Context: an optimization exercise on an open-source flow, tuned for small area, a short achievable clock period and few clock cycles per item. The choices shown serve that exercise and are no tape-out recipe. Where RTL was checked, it was by simulation tests only, not by an equivalence proof against the original. Power and IR drop assume default switching activity.

## fp_mul_pipe
module fp_mul_pipe
#(
  parameter int EXP_W = 8,
  parameter int MAN_W = 23
) (
  input  logic                 clk,
  input  logic                 reset,
  input  logic                 in_valid,
  output logic                 in_ready,
  input  logic [EXP_W+MAN_W:0] a,
  input  logic [EXP_W+MAN_W:0] b,
  output logic                 out_valid,
  input  logic                 out_ready,
  output logic [EXP_W+MAN_W:0] result,
  output logic [fp_pkg::FLAG_W-1:0]    flags
);
Size: about 300 flip-flops.
clock: 7.5 ns
lec_check: 0
cap_margin: 20
core_margin: 2
core_utilization: 40
setup_slack_margin: 4.5
slew_margin: 20
tns_end_percent: 0
standard.sh (not shown) runs the stock make flow with config.mk's settings and CLKGATE_MAP_FILE= SYNTH_SCRIPT=/design/flow/synth_recipe.tcl, a recipe that flattens the netlist after the stock synthesis.
==> flow/flow/run.sh <==
#!/bin/bash
# The standard layout, except that the port buffers are sky130_fd_sc_hd__buf_2 cells (which the
# resizer may later size like any buffer) instead of the resizer's default choice.
# Each tool's full output goes to a log file in this folder; ORFS keeps its own logs in orfs/logs.
set -euo pipefail
bash standard.sh synth > synth.log 2>&1
bash standard.sh "BUFFER_PORTS_ARGS=-buffer_cell sky130_fd_sc_hd__buf_2" finish > layout.log 2>&1
The baseline ran to the end with no violations.
==> next run, changes <==
==> flow/run.sh (new file) <==
#!/bin/bash
# synth_recipe.tcl (not shown) runs the flow's synth.tcl, then flattens the netlist and writes it again
# the make line also repeats each setting of config.mk as NAME=value (left out here)
make -C /OpenROAD-flow-scripts/flow DESIGN_CONFIG=/design/flow/config.mk WORK_HOME=/design/flow/orfs CLKGATE_MAP_FILE= SYNTH_SCRIPT=/design/flow/synth_recipe.tcl finish
removed: flow/flow/run.sh
removed: flow/standard.sh
Outcome: The new run ran to the end with no violations; first-iteration DRC count falls by 12%; wire length falls by 1.1%; setup slack degrades by 0.044 ns; die area is unchanged; total power rises by 0.68%; design area rises by 0.51%; sequential share of layout area falls by 0.14 points; synthesized area stays the same; register-to-register slack degrades by 0.04 ns; count of clock-buffer cells in the layout rises by 2.
No functional check of the RTL was part of any run of this note.

========
fp_mul_pipe, a different RTL version from the one above (not shown whole).
Size in the first run: about 2400 cells after synthesis, ~110 I/O pins, ~0.026 mm^2 of cells after synthesis.
==> flow/config.mk <==
export PLATFORM = sky130hd
export DESIGN_NAME = fp_mul_pipe
export DESIGN_NICKNAME = fp_mul_pipe
export VERILOG_FILES = /design/flow/design.v
export SDC_FILE = /design/flow/constraint.sdc
export NUM_CORES = 4
export LEC_CHECK = 0
export CAP_MARGIN = 20
export CORE_MARGIN = 2
export CORE_UTILIZATION = 40
export SETUP_SLACK_MARGIN = 3.4
export SLEW_MARGIN = 20
==> flow/constraint.sdc <==
create_clock -name core_clock -period 7.5 [get_ports {clk}]
set_input_delay 1.5000 -clock core_clock [delete_from_list [all_inputs] [get_ports {clk}]]
set_output_delay 1.5000 -clock core_clock [all_outputs]
set_load 0.01 [all_outputs]
run.sh (not shown) runs the stock make flow with config.mk's settings and CLKGATE_MAP_FILE= SYNTH_SCRIPT=/design/flow/synth_recipe.tcl, a recipe that flattens the netlist after the stock synthesis.
Stock flow here: none of the scripts above is used.
The first run produced a clean layout.
==> next run, changes <==
--- a/flow/config.mk
+++ b/flow/config.mk
@@ -9,4 +9,4 @@
 export CORE_MARGIN = 2
 export CORE_UTILIZATION = 40
-export SETUP_SLACK_MARGIN = 3.4
+export SETUP_SLACK_MARGIN = 4.2
 export SLEW_MARGIN = 20
The new run passed the timing, design-rule and antenna checks.
Maximum frequency rises by 15%.
Total power is higher by 14%.
Synthesized cell count does not change.
==> next run, changes <==
--- a/flow/config.mk
+++ b/flow/config.mk
@@ -11,2 +11,3 @@
 export SETUP_SLACK_MARGIN = 4.2
 export SLEW_MARGIN = 20
+export TNS_END_PERCENT = 0
What happened: Clock-buffer cell count is higher by 2; hold slack gets worse by 0.0042 ns; register-to-register slack hardly moves; critical path depth is higher by 4; setup slack gets better by 0.011 ns; utilization is lower by 3.0 points; sequential share of layout area is higher by 1.6 points; wire length is lower by 4.5%; fmax is higher by 0.33%.
Function was not checked in any run of this note: the RTL went through the layout flow alone.

========
## P
fp_mul_pipe, a different RTL version from the one above (not shown whole).
Size in the first run: roughly 270 flip-flops, about 110 I/O pins.
## fp_mul_pipe
module fp_mul_pipe
#(
  parameter int EXP_W = 8,
  parameter int MAN_W = 23
) (
  input  logic                 clk,
  input  logic                 reset,
  input  logic                 in_valid,
  output logic                 in_ready,
  input  logic [EXP_W+MAN_W:0] a,
  input  logic [EXP_W+MAN_W:0] b,
  output logic                 out_valid,
  input  logic                 out_ready,
  output logic [EXP_W+MAN_W:0] result,
  output logic [fp_pkg::FLAG_W-1:0]    flags
);
  logic en;
  assign en       = out_ready || !out_valid;
  assign in_ready = en;
  logic [7:0]  ea, eb;
  logic [22:0] fa, fb;
  logic [1:0]  ka, kb, kab;
  assign ea = a[30:23];
  assign eb = b[30:23];
  assign fa = a[22:0];
  assign fb = b[22:0];
  function automatic logic [1:0] classify(input logic exp_ones, input logic exp_zero, input logic frac_nz);
    if (exp_ones)      classify = frac_nz ? KIND_NAN : KIND_INF;
    else if (exp_zero) classify = KIND_ZERO;
    else               classify = KIND_NORM;
  endfunction
  function automatic logic [1:0] combine_kind(input logic [1:0] x, input logic [1:0] y);
  ...
clock: 7.5 ns
lec_check: 0
cap_margin: 20
core_margin: 2
core_utilization: 40
setup_slack_margin: 4.2
slew_margin: 20
tns_end_percent: 0
P was carried through to the last stage, and its layout satisfied the timing, design-rule and antenna checks.
Testbench counts of P, summed over its fixed seeds: cycles 2,432, items 2,400.
Changes in Q relative to P:
==> flow/flow/run.sh (new file) <==
#!/bin/bash
# The standard layout, except that the port buffers are sky130_fd_sc_hd__buf_2 cells (which the
# resizer may later size like any buffer) instead of the resizer's default choice, and the
# resizer may swap a cell for any equivalent one, not only one of the same footprint.
# Each tool's full output goes to a log file in this folder; ORFS keeps its own logs in orfs/logs.
set -euo pipefail
bash standard.sh synth > synth.log 2>&1
bash standard.sh "BUFFER_PORTS_ARGS=-buffer_cell sky130_fd_sc_hd__buf_2" MATCH_CELL_FOOTPRINT=0 finish > layout.log 2>&1
==> flow/standard.sh (new file) <==
#!/bin/bash
# synth_recipe.tcl (not shown) runs the flow's synth.tcl, then flattens the netlist and writes it again
# the make line also repeats each setting of config.mk as NAME=value (left out here)
make -C /OpenROAD-flow-scripts/flow DESIGN_CONFIG=/design/flow/config.mk WORK_HOME=/design/flow/orfs CLKGATE_MAP_FILE= SYNTH_SCRIPT=/design/flow/synth_recipe.tcl "${@:-finish}"
removed: flow/run.sh
Notes after the runs:
Delta (Q minus P): number of signal-net buffers in the layout went up by 19%, global-route usage over all layers picked up an extra 1.0 points, final-layout non-clock buffer area share closely matched the old numbers. [diff] via count, Q relative to P: regression. Higher hold slack was reported by Q, not P. Between P and Q, the post-route total power does not differ in any meaningful way. ~same cell area in P and Q. met2 wirelength from detailed routing grows by a few percent when moving from P to Q. Q ended with more filler cell count than P.
#### Input delta (R over Q)
==> flow/run.sh (new file) <==
#!/bin/bash
# synth_recipe.tcl (not shown) runs the flow's synth.tcl, then flattens the netlist and writes it again
# the make line also repeats each setting of config.mk as NAME=value (left out here)
make -C /OpenROAD-flow-scripts/flow DESIGN_CONFIG=/design/flow/config.mk WORK_HOME=/design/flow/orfs CLKGATE_MAP_FILE= SYNTH_SCRIPT=/design/flow/synth_recipe.tcl finish
--- a/flow/config.mk
+++ b/flow/config.mk
@@ -10,3 +10,3 @@
 export CORE_UTILIZATION = 40
-export SETUP_SLACK_MARGIN = 4.2
+export SETUP_SLACK_MARGIN = 4.5
 export SLEW_MARGIN = 20
removed: flow/flow/run.sh
removed: flow/standard.sh
[summary]
Compared with Q, R shows a lower number of clock-tree buffers in the layout.
Total number of nets in the final design in R is 39 lower than in Q
Number of detailed-route iterations in the first pass ended up 1 lower on R than on Q.
Between R and Q, the fraction of area in clock buffers and inverters does not differ in any meaningful way.
As far as share of the clock period used by the worst path after layout is concerned, Q and R perform about the same.
When R is set beside Q, its wire length of the first global-routing pass turns out to be 4.1% smaller.
Count of buffers not belonging to the clock network in the layout (R over Q): decrease, about 16%
Compared Q against R; power consumption within noise.
Met3 layer wire length in the routed design: higher on Q
R contains fewer vias than Q.

========
job 213:
RTL: one of the versions met above, not the one the previous note started from.
Size: ~2400 cells after synthesis, about 280 flip-flops, ~110 I/O pins.
==> flow/config.mk <==
export PLATFORM = sky130hd
export DESIGN_NAME = fp_mul_pipe
export DESIGN_NICKNAME = fp_mul_pipe
export VERILOG_FILES = /design/flow/design.v
export SDC_FILE = /design/flow/constraint.sdc
export NUM_CORES = 4
export LEC_CHECK = 0
export CAP_MARGIN = 20
export CORE_MARGIN = 2
export CORE_UTILIZATION = 40
export SETUP_SLACK_MARGIN = 3.8
export SLEW_MARGIN = 20
export TNS_END_PERCENT = 0
==> flow/constraint.sdc <==
create_clock -name core_clock -period 7.5 [get_ports {clk}]
set_input_delay 1.5000 -clock core_clock [delete_from_list [all_inputs] [get_ports {clk}]]
set_output_delay 1.5000 -clock core_clock [all_outputs]
set_load 0.01 [all_outputs]
Stock flow here: none of the scripts above is used.
#### Input delta (job 7470 over job 213)
# job 213
export LEC_CHECK = 0
export CAP_MARGIN = 20
export CORE_MARGIN = 2
export CORE_UTILIZATION = 40
export SETUP_SLACK_MARGIN = 3.8
export SLEW_MARGIN = 20
export TNS_END_PERCENT = 0
create_clock -name core_clock -period 7.5 [get_ports {clk}]
# job 7470
export LEC_CHECK = 0
export CAP_MARGIN = 20
export CORE_MARGIN = 2
export CORE_UTILIZATION = 40
export SETUP_SLACK_MARGIN = 3.8
export SLEW_MARGIN = 20
create_clock -name core_clock -period 7.5 [get_ports {clk}]
==> summary.txt <==
- Job 7470 -> job 213: sequential-cell power consumption flat
- Final instance count without filler cells in job 7470 is 0.65% above job 213.
- In the metrics for job 7470 and job 213, the one carrying the higher cell leakage power is job 7470.
- On global-route usage over all layers, job 213 tracks job 7470 almost exactly.
- Re sequential share of cell area: job 7470 and job 213 aren't equal, and the higher value belongs to job 213.
- In job 7470 the maximum level of the CTS H-tree turned out 1 lower than in job 213.
- The worst setup path endpoint comes out in_ready in one run and s2_pz[24] in the other, namely in job 7470 and job 213 respectively.
- Compared to job 213, job 7470 has routing usage on met1 0.71 points higher.
No run of this note included a check of the RTL's function; only the layout flow was run.

==> re-timing with driven ports <==
How much do the figures lean on ideal ports? The routed layouts below were timed once more, with nothing changed but the port constraints. Step 1, drivers: a clkbuf_16 drives clk and a buf_2 each remaining input, both assumed. Step 2 times the ports against the registers' clock, not the clock port: input delays grow and output delays shrink by t, the midpoint of the rising clock arrivals with the driver on. Three values: ideal, step 1, step 2; two values: the first two.
run	t (ns)	slack for setup (ns)	latest minus earliest clock arrival (ns)	worst register clock-pin slew, ns	pins driven straight from the clock port
the first run of note 1	0.607	4.062 / 4.062 / 3.945	0.029 / 0.029	0.06 / 0.06	1
the second run of note 1	0.611	4.018 / 4.018 / 3.599	0.033 / 0.033	0.07 / 0.07	1
the first run of note 2	0.655	3.470 / 3.447 / 3.304	0.011 / 0.010	0.06 / 0.06	1
the second run of note 2	0.657	3.996 / 3.996 / 3.596	0.059 / 0.059	0.07 / 0.07	1
the third run of note 2	0.595	4.007 / 4.007 / 3.513	0.036 / 0.036	0.07 / 0.07	1
P	0.635	4.040 / 4.040 / 3.467	0.016 / 0.017	0.07 / 0.07	1
Q	0.649	4.042 / 4.042 / 3.745	0.019 / 0.019	0.07 / 0.07	1
R	0.635	4.040 / 4.040 / 3.467	0.016 / 0.017	0.07 / 0.07	1
job 213	0.599	3.720 / 3.720 / 3.322	0.035 / 0.035	0.07 / 0.07	1
job 7470	0.641	3.865 / 3.849 / 3.429	0.022 / 0.022	0.07 / 0.07	1
After both steps setup and hold are still met in every run listed.
